This design comes from an exercise in tuning for small area, a short achievable clock period and few clock cycles per item on the open sky130 flow, not from production work.
The RTL was checked by simulation tests, not by an equivalence proof against the original design.

===== design/flow/run.sh =====
#!/bin/bash
# synth_recipe.tcl (not shown) runs the flow's synth.tcl, then flattens the netlist and writes it again
# the make line also repeats each setting of config.mk as NAME=value (left out here)
make -C /OpenROAD-flow-scripts/flow DESIGN_CONFIG=/design/flow/config.mk WORK_HOME=/design/flow/orfs CLKGATE_MAP_FILE= SYNTH_SCRIPT=/design/flow/synth_recipe.tcl finish

===== design/flow/config.mk =====
export PLATFORM = sky130hd
export DESIGN_NAME = hilo_md_unit
export DESIGN_NICKNAME = hilo_md_unit
export VERILOG_FILES = /design/flow/design.v
export SDC_FILE = /design/flow/constraint.sdc
export NUM_CORES = 4
export LEC_CHECK = 0
export CAP_MARGIN = 20
export CORE_MARGIN = 2
export CORE_UTILIZATION = 40
export SLEW_MARGIN = 20

===== design/flow/constraint.sdc =====
create_clock -name core_clock -period 14.0 [get_ports {cpu_clk_50M}]
set_input_delay 2.8000 -clock core_clock [delete_from_list [all_inputs] [get_ports {cpu_clk_50M}]]
set_output_delay 2.8000 -clock core_clock [all_outputs]
set_load 0.01 [all_outputs]

===== design/flow/design.v =====
`default_nettype none
module hilo_md_unit #(
    parameter int DATA_W    = 32,
    parameter int DIV_CNT_W = 6
) (
    input  logic              cpu_clk_50M,
    input  logic              cpu_rst_n,
    input  logic              flush_i,
    input  logic              op_valid_i,
    output logic              op_ready_o,
    input  logic [2:0]        op_i,
    input  logic              sign_i,
    input  logic [DATA_W-1:0] src_a_i,
    input  logic [DATA_W-1:0] src_b_i,
    output logic [DATA_W-1:0] hi_o,
    output logic [DATA_W-1:0] lo_o,
    output logic              done_o
);
    localparam int c_w2 = 2 * DATA_W;
    localparam logic [2:0] c_op_mthi = 3'd1;
    localparam logic [2:0] c_op_mtlo = 3'd2;
    localparam logic [2:0] c_op_mult = 3'd3;
    localparam logic [2:0] c_op_madd = 3'd4;
    localparam logic [2:0] c_op_msub = 3'd5;
    localparam logic [2:0] c_op_div  = 3'd6;
    localparam logic [1:0] c_st_idle    = 2'd0;
    localparam logic [1:0] c_st_mul     = 2'd1;
    localparam logic [1:0] c_st_div_run = 2'd2;
    localparam logic [1:0] c_st_div_fix = 2'd3;
    logic [1:0]           state_q, state_d;
    logic [DATA_W-1:0]    hi_q, hi_d, lo_q, lo_d;
    logic                 done_q, done_d;
    logic [c_w2-1:0]      prod_q, prod_d;      
    logic [c_w2-1:0]      acc_q, acc_d;        
    logic [2:0]           mop_q, mop_d;
    logic [DATA_W-1:0]    quo_q, quo_d;        
    logic [DATA_W-1:0]    rem_q, rem_d;
    logic [DATA_W-1:0]    dvs_q, dvs_d;
    logic [DATA_W-1:0]    dvd_raw_q, dvd_raw_d;
    logic                 qneg_q, qneg_d, rneg_q, rneg_d, dz_q, dz_d;
    logic [DIV_CNT_W-1:0] cnt_q, cnt_d;
    logic                 w_accept;
    logic [c_w2-1:0]      w_a_ext, w_b_ext, w_prod, w_mul_res;
    logic                 w_a_neg, w_b_neg;
    logic [DATA_W-1:0]    w_a_mag, w_b_mag, w_q_fix, w_r_fix;
    logic [DATA_W:0]      w_rem_sh, w_diff;
    assign op_ready_o = (state_q == c_st_idle);
    assign hi_o       = hi_q;
    assign lo_o       = lo_q;
    assign done_o     = done_q;
    assign w_accept = op_valid_i & op_ready_o & ~flush_i;
    assign w_a_ext = sign_i ? {{DATA_W{src_a_i[DATA_W-1]}}, src_a_i} : {{DATA_W{1'b0}}, src_a_i};
    assign w_b_ext = sign_i ? {{DATA_W{src_b_i[DATA_W-1]}}, src_b_i} : {{DATA_W{1'b0}}, src_b_i};
    assign w_prod  = w_a_ext * w_b_ext;
    always_comb begin
        case (mop_q)
            c_op_madd: w_mul_res = acc_q + prod_q;
            c_op_msub: w_mul_res = acc_q - prod_q;
            default:   w_mul_res = prod_q;
        endcase
    end
    assign w_a_neg = sign_i & src_a_i[DATA_W-1];
    assign w_b_neg = sign_i & src_b_i[DATA_W-1];
    assign w_a_mag = w_a_neg ? -src_a_i : src_a_i;
    assign w_b_mag = w_b_neg ? -src_b_i : src_b_i;
    assign w_rem_sh = {rem_q, quo_q[DATA_W-1]};
    assign w_diff   = w_rem_sh - {1'b0, dvs_q};
    assign w_q_fix = qneg_q ? -quo_q : quo_q;
    assign w_r_fix = rneg_q ? -rem_q : rem_q;
    always_comb begin
        state_d   = state_q;
        hi_d      = hi_q;
        lo_d      = lo_q;
        done_d    = 1'b0;
        prod_d    = prod_q;
        acc_d     = acc_q;
        mop_d     = mop_q;
        quo_d     = quo_q;
        rem_d     = rem_q;
        dvs_d     = dvs_q;
        dvd_raw_d = dvd_raw_q;
        qneg_d    = qneg_q;
        rneg_d    = rneg_q;
        dz_d      = dz_q;
        cnt_d     = cnt_q;
        case (state_q)
            c_st_idle: begin
                if (w_accept) begin
                    case (op_i)
                        c_op_mthi: hi_d = src_a_i;
                        c_op_mtlo: lo_d = src_a_i;
                        c_op_mult, c_op_madd, c_op_msub: begin
                            prod_d  = w_prod;
                            acc_d   = {hi_q, lo_q};
                            mop_d   = op_i;
                            state_d = c_st_mul;
                        end
                        c_op_div: begin
                            quo_d     = w_a_mag;
                            rem_d     = '0;
                            dvs_d     = w_b_mag;
                            dvd_raw_d = src_a_i;
                            qneg_d    = w_a_neg ^ w_b_neg;
                            rneg_d    = w_a_neg;
                            dz_d      = (src_b_i == '0);
                            cnt_d     = DIV_CNT_W'(DATA_W);
                            state_d   = c_st_div_run;
                        end
                        default: ;
                    endcase
                end
            end
            c_st_mul: begin
                state_d = c_st_idle;
                if (!flush_i) begin
                    {hi_d, lo_d} = w_mul_res;
                    done_d       = 1'b1;
                end
            end
            c_st_div_run: begin
                if (flush_i) begin
                    state_d = c_st_idle;
                end else begin
                    quo_d = {quo_q[DATA_W-2:0], ~w_diff[DATA_W]};
                    rem_d = w_diff[DATA_W] ? w_rem_sh[DATA_W-1:0] : w_diff[DATA_W-1:0];
                    cnt_d = cnt_q - DIV_CNT_W'(1);
                    if (cnt_q == DIV_CNT_W'(1)) begin
                        state_d = c_st_div_fix;
                    end
                end
            end
            default: begin  
                state_d = c_st_idle;
                if (!flush_i) begin
                    done_d = 1'b1;
                    if (dz_q) begin
                        lo_d = '1;
                        hi_d = dvd_raw_q;
                    end else begin
                        lo_d = w_q_fix;
                        hi_d = w_r_fix;
                    end
                end
            end
        endcase
    end
    always_ff @(posedge cpu_clk_50M or posedge cpu_rst_n) begin
        if (cpu_rst_n) begin
            state_q   <= c_st_idle;
            hi_q      <= '0;
            lo_q      <= '0;
            done_q    <= 1'b0;
            prod_q    <= '0;
            acc_q     <= '0;
            mop_q     <= '0;
            quo_q     <= '0;
            rem_q     <= '0;
            dvs_q     <= '0;
            dvd_raw_q <= '0;
            qneg_q    <= 1'b0;
            rneg_q    <= 1'b0;
            dz_q      <= 1'b0;
            cnt_q     <= '0;
        end else begin
            state_q   <= state_d;
            hi_q      <= hi_d;
            lo_q      <= lo_d;
            done_q    <= done_d;
            prod_q    <= prod_d;
            acc_q     <= acc_d;
            mop_q     <= mop_d;
            quo_q     <= quo_d;
            rem_q     <= rem_d;
            dvs_q     <= dvs_d;
            dvd_raw_q <= dvd_raw_d;
            qneg_q    <= qneg_d;
            rneg_q    <= rneg_d;
            dz_q      <= dz_d;
            cnt_q     <= cnt_d;
        end
    end
endmodule
`default_nettype wire

==> run notes <==
sequential cells by signal (all words and copies together), names as in the netlist:
signal,count
state_q,2
quo_q,32
cnt_q,6
rem_q,32
lo_q,32
dz_q,1
qneg_q,1
hi_q,32
dvd_raw_q,32
mop_q,3
dvs_q,32
done_q,1
rneg_q,1
acc_q,64
prod_q,64
synthesized netlist by cell type, drive strengths merged, types with 19 or more instances:
cell type and count:
o31ai 54, nand2 1196, xor2 153, o211ai 19, buf 52, xnor2 230
inv 1580, nor2 243, o22ai 25, and2 579, nand3 54, o21bai 31
and3 40, nor3 43, a211oi 27, or3 29, o41ai 20, fa 1414
nand2b 37, o21ai 365, o21a 23, a21o 84, dfrtp 335, mux2i 33
nand4 24, nor2b 28, ha 419, clkbuf 379, a21oi 257, a31oi 58
critical path, delay by kind of cell:
kind / cells / cell delay (ps)
fa+ha+maj: 11 / 5090
buf+inv: 9 / 1950
compound gates: 7 / 1700
simple gates: 5 / 1230
cells by family after synthesis:
group / Yosys count / synth area share
buf+inv: 2011 / 0.108
xor+xnor: 383 / 0.0472
flops: 335 / 0.118
compound gates: 1080 / 0.0935
fa+ha+maj: 1833 / 0.472
mux: 37 / 0.00528
simple gates: 2353 / 0.156
per-stage QoR:
step | utilization | setup slack [ps] | std cells | area, um^2
2_1_floorplan | - | 1920 | 8032 | 71100
3_3_place_gp | 0.422 | 1210 | 10204 | 74500
3_5_place_dp | 0.422 | 1140 | 10204 | 74600
4_1_cts | 0.431 | 1750 | 10278 | 76100
5_1_grt | 0.431 | 1320 | 10281 | 76100
6_report | 0.431 | 1750 | 10286 | 76100
path summary, 6_finish.rpt:
path / from / end
max: src_b_i[10] / prod_q[61]$_DFFE_PP0P_
min: dvd_raw_q[27]$_DFFE_PP0P_ / dvd_raw_q[27]$_DFFE_PP0P_
max reg2reg: prod_q[10]$_DFFE_PP0P_ / hi_q[25]$_DFFE_PP0P_
min reg2reg: dvd_raw_q[27]$_DFFE_PP0P_ / dvd_raw_q[27]$_DFFE_PP0P_
max in group asynchronous: cpu_rst_n / rem_q[2]$_DFFE_PP0P_
min in group asynchronous: cpu_rst_n / prod_q[8]$_DFFE_PP0P_
area by class of cell:
class                           instances  share of cell area
Antenna cell                            8            0.000263
Clock buffer                           55              0.0154
Clock inverter                         19             0.00462
Inverter                             1580              0.0781
Multi-Input combinational cell       5686               0.725
Sequential cell                       335               0.110
Tap cell                             2340              0.0385
Timing Repair Buffer                  263              0.0283
layer usage:
metal | GRT usage | share of wire | up-vias
li1 | - | - | 24306
met1 | 0.336 | 0.40 | 28284
met2 | 0.461 | 0.50 | 1764
met3 | 0.0264 | 0.054 | 403
met4 | 0.100 | 0.044 | 4
met5 | 0 | 0.00013 | -
==> run notes <==
status complete, no violations; Worst R2R Path Depth 20; initial core utilization 0.403; fin crit share 0.875; FP Rows 154; Synth Register Bits 335; Critical Path Source Type input pin; drt first-iter violations 4,121; die height 426 um; Top FF cell, synth dfrtp_1; area of the multi-input gates 55,100 um^2; commonest cells after routing, fill and taps aside inv_1 (1,579), fa_1 (1,414), nand2_1 (1,195); GRT Total Usage 0.264; Post-Syn Area 71,100 um^2; Distinct cells, synth 79; antenna-violating nets left 0; first-pass GRT wire length 362 mm; Final min period 12,250 ps; Final Skew 18.3 ps; worst hold slack 477 ps; Initial DRT Pass Iterations 8; Die X 426 um; gr ovfl total 0; highest clock rate 0.0816 GHz; Synth warnings 1; ys async rst share 1.00; syn_nets 9,937; cts repair resizes 0; R2R setup slack 6790 ps; Placeable Area 176,000 um^2; vias in the first global route 58,882; Hold Path Depth 2; Via density 5.32; HPWL Detailed 190 mm; Inserted Clock Buffers 41; cell taking the most area after synthesis fa_1; Hold Crit Class reg -> reg; layout cells sized above 1 0.0360; number of fill cells in the layout 17,609; final setup fails 0; sum of negative setup slack 0 ps; buffers added on ports 137; DR WL/cell 22.7 um; post-synth top area share 0.398; Area Overhead vs Synth 6.96%; H-tree depth 2; slew margin rel. 0.206; critical path class in -> reg; CP Data Required Time 14,520 ps; Slew @ Worst Pin 1190 ps; largest net degree at the start of global routing 152; FF/Latch Area 8390 um^2; Final Max Tran Viols 0; Setup Buffers After CTS 0; Final Hold Vio Count 0; top cells by area, synth fa_1 (40%), dfrtp_1 (12%), inv_1 (8.3%), ha_1 (7.4%), nand2_1 (6.3%); Max Root-Sink Buffers 3; root buf cell clkbuf_16; crit-path most repeated cell fa_1; initial antenna violation count 12; CP max stage cell clkdlybuf4s50_1; syn avg cell area 8.86 um^2; Synth Instances 8,032; Worst-path clk slew 60 ps; sequential area share after synthesis 0.118; gpl congestion 0.971; worst path arrival time 12,770 ps; TritonCTS Sinks 335; CP Capture Type flip-flop; CTS tree done; # hold bufs at CTS 0; EDFF count, synth 0; # DRC 0; max incr delay on CP 940 ps; Clock Latency Late Sink 600 ps; max_cap viols 0; total wire length 233 mm; most common cell after layout, fill and taps aside inv_1; RSZ-0062 raised after global routing false; top-level port count 138; layout net count 9,812; vias post-DR 54,761; die area 181,000 um^2; crit-path max FO 18
Testbench counts, summed over its fixed seeds: cycles 78,351, ops 12,000.

re-timing with driven ports:
In the flow no input, the clock included, has a driving cell. The finished layout below was timed again as built, in two steps. Step 1 sets driving cells, clkbuf_16 on the clock port and buf_2 on the other inputs (assumed; they add their load-dependent delay and slew). Step 2, shift: input delay + t, output delay - t, t = (earliest + latest rising clock arrival at the registers) / 2. This alone moves slack from input paths to output paths. Three values: no drivers, after step 1, after step 2; two values: the first two.
t (ns): 0.656
setup WS [ns]: 1.752 / 1.792 / 1.136
worst hold slack (ns): 0.477 / 0.477 / 0.477
cell pins on the clock port's net: 1
After both steps setup and hold are still met in this run. For this run, drivers alone change the setup slack by +0.040 ns; drivers and shift together by -0.616 ns.
